What follows belongs to an exercise in optimizing a design on an open flow for a short achievable clock period and few clock cycles; a production flow would make more cautious choices. Power is estimated from default activity; no workload was simulated.

## pipeCpu
module pipeCpu (
    input  logic        clk,
    input  logic        rstN,
    output logic [31:0] pc,
    input  logic [31:0] inst,
    output logic [31:0] dataAddress,
    output logic [31:0] writeMemData,
    output logic        memRead,
    output logic        memWrite,
    input  logic [31:0] readMemData
);
    localparam bit PRED_FWD_BNE = 1'b1;
    logic        validD;
    logic [31:0] instD;
    logic        predD;
    logic [31:0] pcPlus4D;
    logic        regWriteE;
    logic        memReadE;
    logic        memWriteE;
    logic        isBrE;
    logic        flipE;
    logic [3:0]  eqSelE;
    logic [4:0]  writeRegE;
    logic [31:0] aE;
    logic [31:0] bE;
    logic [31:0] tE;
    logic        subE;
    logic        andE;
    logic        orE;
    logic        sltE;
    logic        fwdMemAE;
    logic        fwdMemBE;
    logic        fwdMemTE;
    logic        addE;
    logic [31:0] altPcE;
    logic        regWriteM;
    logic        memReadM;
    logic        memWriteM;
    logic [4:0]  writeRegM;
    logic [31:0] aluM;
    logic [31:0] storeM;
    logic        regWriteW;
    logic [4:0]  writeRegW;
    logic [31:0] wbData;
    logic        redirect;
    logic        stall;
    logic [31:0] pcPlus4F;
    logic        pcIncCo;
    logic [5:0]  opF;
    logic        isJF;
    logic        isBrF;
    logic        predF;
    logic [31:0] jTargetF;
    logic        shortF;
    logic [6:0]  brLoF;
    logic        brLoCo;
    logic [22:0] hiP1F;
    logic [22:0] hiM1F;
    logic        hiP1Co;
    logic        hiM1Co;
    logic [22:0] brHiF;
    logic [31:0] brTargetF;
    logic [31:0] fetchNext;
    ksAdd #(.W(30)) u_pcInc (
        .a    (pc[31:2]),
        .b    (30'd0),
        .cin  (1'b1),
        .sum  (pcPlus4F[31:2]),
        .cout (pcIncCo)
    );
    assign pcPlus4F[1:0] = pc[1:0];
    assign opF      = inst[31:26];
  ...
clock: 7.0 ns
lec_check: 0
abc_clock_period_in_ps: 2500
cap_margin: 20
core_margin: 2
core_utilization: 40
place_density: 0.6
setup_slack_margin: 4.2
slew_margin: 20
tns_end_percent: 100
run.sh (not shown) runs the stock make flow with config.mk's settings and CLKGATE_MAP_FILE= SYNTH_SCRIPT=/design/flow/synth_recipe.tcl, a recipe that flattens the netlist after the stock synthesis.
Rerun with:
--- a/flow/design.v
+++ b/flow/design.v
@@ -96,24 +96,20 @@
     logic [31:0] pcPlus4D;
     logic        regWriteE;
     logic        memReadE;
     logic        memWriteE;
     logic        isBrE;
     logic        flipE;
-    logic [3:0]  eqSelE;
     logic [4:0]  writeRegE;
     logic [31:0] aE;
     logic [31:0] bE;
     logic [31:0] tE;
     logic        subE;
     logic        andE;
     logic        orE;
     logic        sltE;
-    logic        fwdMemAE;
-    logic        fwdMemBE;
-    logic        fwdMemTE;
     logic        addE;
     logic [31:0] altPcE;
     logic        regWriteM;
     logic        memReadM;
     logic        memWriteM;
     logic [4:0]  writeRegM;
@@ -121,12 +117,13 @@
     logic [31:0] storeM;
     logic        regWriteW;
     logic [4:0]  writeRegW;
     logic [31:0] wbData;
     logic        redirect;
     logic        stall;
+    logic [31:0] aluOut;
     logic [31:0] pcPlus4F;
     logic        pcIncCo;
     logic [5:0]  opF;
     logic        isJF;
     logic        isBrF;
     logic        predF;
@@ -368,57 +365,45 @@
     logic fMemA, fMemB, fMemT;
     assign fMemA = (srcA != 5'd0) && regWriteE && (writeRegE == srcA);
     assign fMemB = (srcB != 5'd0) && regWriteE && (writeRegE == srcB);
     assign fMemT = (srcT != 5'd0) && regWriteE && (writeRegE == srcT);
     always_ff @(posedge clk) begin
         flipE     <= opD[0] ^ predD;
-        eqSelE[0] <= fMemA && fMemT;
-        eqSelE[1] <= fMemA && !fMemT;
-        eqSelE[2] <= !fMemA && fMemT;
-        eqSelE[3] <= !fMemA && !fMemT;
         writeRegE <= writeRegD;
-        aE        <= (opD == OP_LUI) ? 32'd0 : rsValD;
-        bE        <= useImm ? immD : (rtValD ^ {32{subD}});
-        tE        <= rtValD;
+        aE        <= fMemA ? aluOut : (opD == OP_LUI) ? 32'd0 : rsValD;
+        bE        <= fMemB ? (aluOut ^ {32{subD}})
+                     : useImm ? immD : (rtValD ^ {32{subD}});
+        tE        <= fMemT ? aluOut : rtValD;
         subE      <= subD;
         andE      <= andD;
         orE       <= orD;
         sltE      <= sltD;
-        fwdMemAE  <= fMemA;
-        fwdMemBE  <= fMemB;
-        fwdMemTE  <= fMemT;
         addE      <= !andD && !orD && !sltD;
         altPcE    <= predD ? pcPlus4D : {brTargetD, 2'b00};
     end
     logic [31:0] aV;
     logic [31:0] bV;
     logic [31:0] tV;
     logic [31:0] sum;
     logic        sumCo;
     logic        lt;
-    logic [31:0] aluOut;
     logic        taken;
-    assign aV = fwdMemAE ? aluM : aE;
-    assign bV = fwdMemBE ? (aluM ^ {32{subE}}) : bE;
-    assign tV = fwdMemTE ? aluM : tE;
+    assign aV = aE;
+    assign bV = bE;
+    assign tV = tE;
     ksAdd #(.W(32)) u_alu (
         .a    (aV),
         .b    (bV),
         .cin  (subE),
         .sum  (sum),
         .cout (sumCo)
     );
     assign lt = (aV[31] == bV[31]) ? aV[31] : sum[31];
     assign aluOut = ({32{andE}} & (aV & bV)) | ({32{orE}} & (aV | bV))
                     | ({32{addE}} & sum) | {31'd0, sltE & lt};
-    logic [3:0] eqPair;
-    assign eqPair[0] = 1'b1;
-    assign eqPair[1] = (aluM == tE);
-    assign eqPair[2] = (aE == aluM);
-    assign eqPair[3] = (aE == tE);
-    assign taken    = |(eqSelE & eqPair);
+    assign taken    = (aV == tV);
     assign redirect = isBrE && (taken != flipE);
     always_ff @(posedge clk or negedge rstN) begin
         if (!rstN) begin
             regWriteM <= 1'b0;
             memReadM  <= 1'b0;
             memWriteM <= 1'b0;
Outcome:
- final cell count hardly moves
- worst setup slack improves by 0.12 ns
- die area shrinks by 2.1%
- wire length is higher by 1.5%
- synthesized cell count stays flat
- non-clock buffer count increases by 1
- synthesized area fell by 2.1%
- final area came out lower by 1.0%
- worst hold slack gets worse by 0.050 ns
- critical path depth rose by 2
- via count rises by 2.6%
- power grows by 1.3%
- clock skew decreases by 0.0075 ns
No functional check of the RTL was part of any run of this note.

==> port drivers added, routing unchanged <==
The flow's constraints put no driver on any port. The routed layouts listed below were extracted and timed again, unchanged, in two steps.
Step 1 (the two cells are an assumption about what drives the block):
set clk [get_ports {clk}]
set_driving_cell -lib_cell sky130_fd_sc_hd__clkbuf_16 $clk
set_driving_cell -lib_cell sky130_fd_sc_hd__buf_2 [delete_from_list [all_inputs] $clk]
Step 2 moves the port delays by t, midway between the first and last clock arrival at a register: inputs arrive t later, outputs are due t later. That takes back most of the time a late clock gives input paths.
a / b / c = ideal / step 1 / step 2; a / b = the first two.
run | shift t [ns] | slack for setup (ns) | worst register clock-pin slew, ns | worst slew at a driven data input, ns
the first run | 0.888 | 3.520 / 3.520 / 2.790 | 0.07 / 0.07 | 0.10
the second run | 0.876 | 3.638 / 3.638 / 2.908 | 0.07 / 0.07 | 0.07
After both steps setup and hold are still met in every run listed.
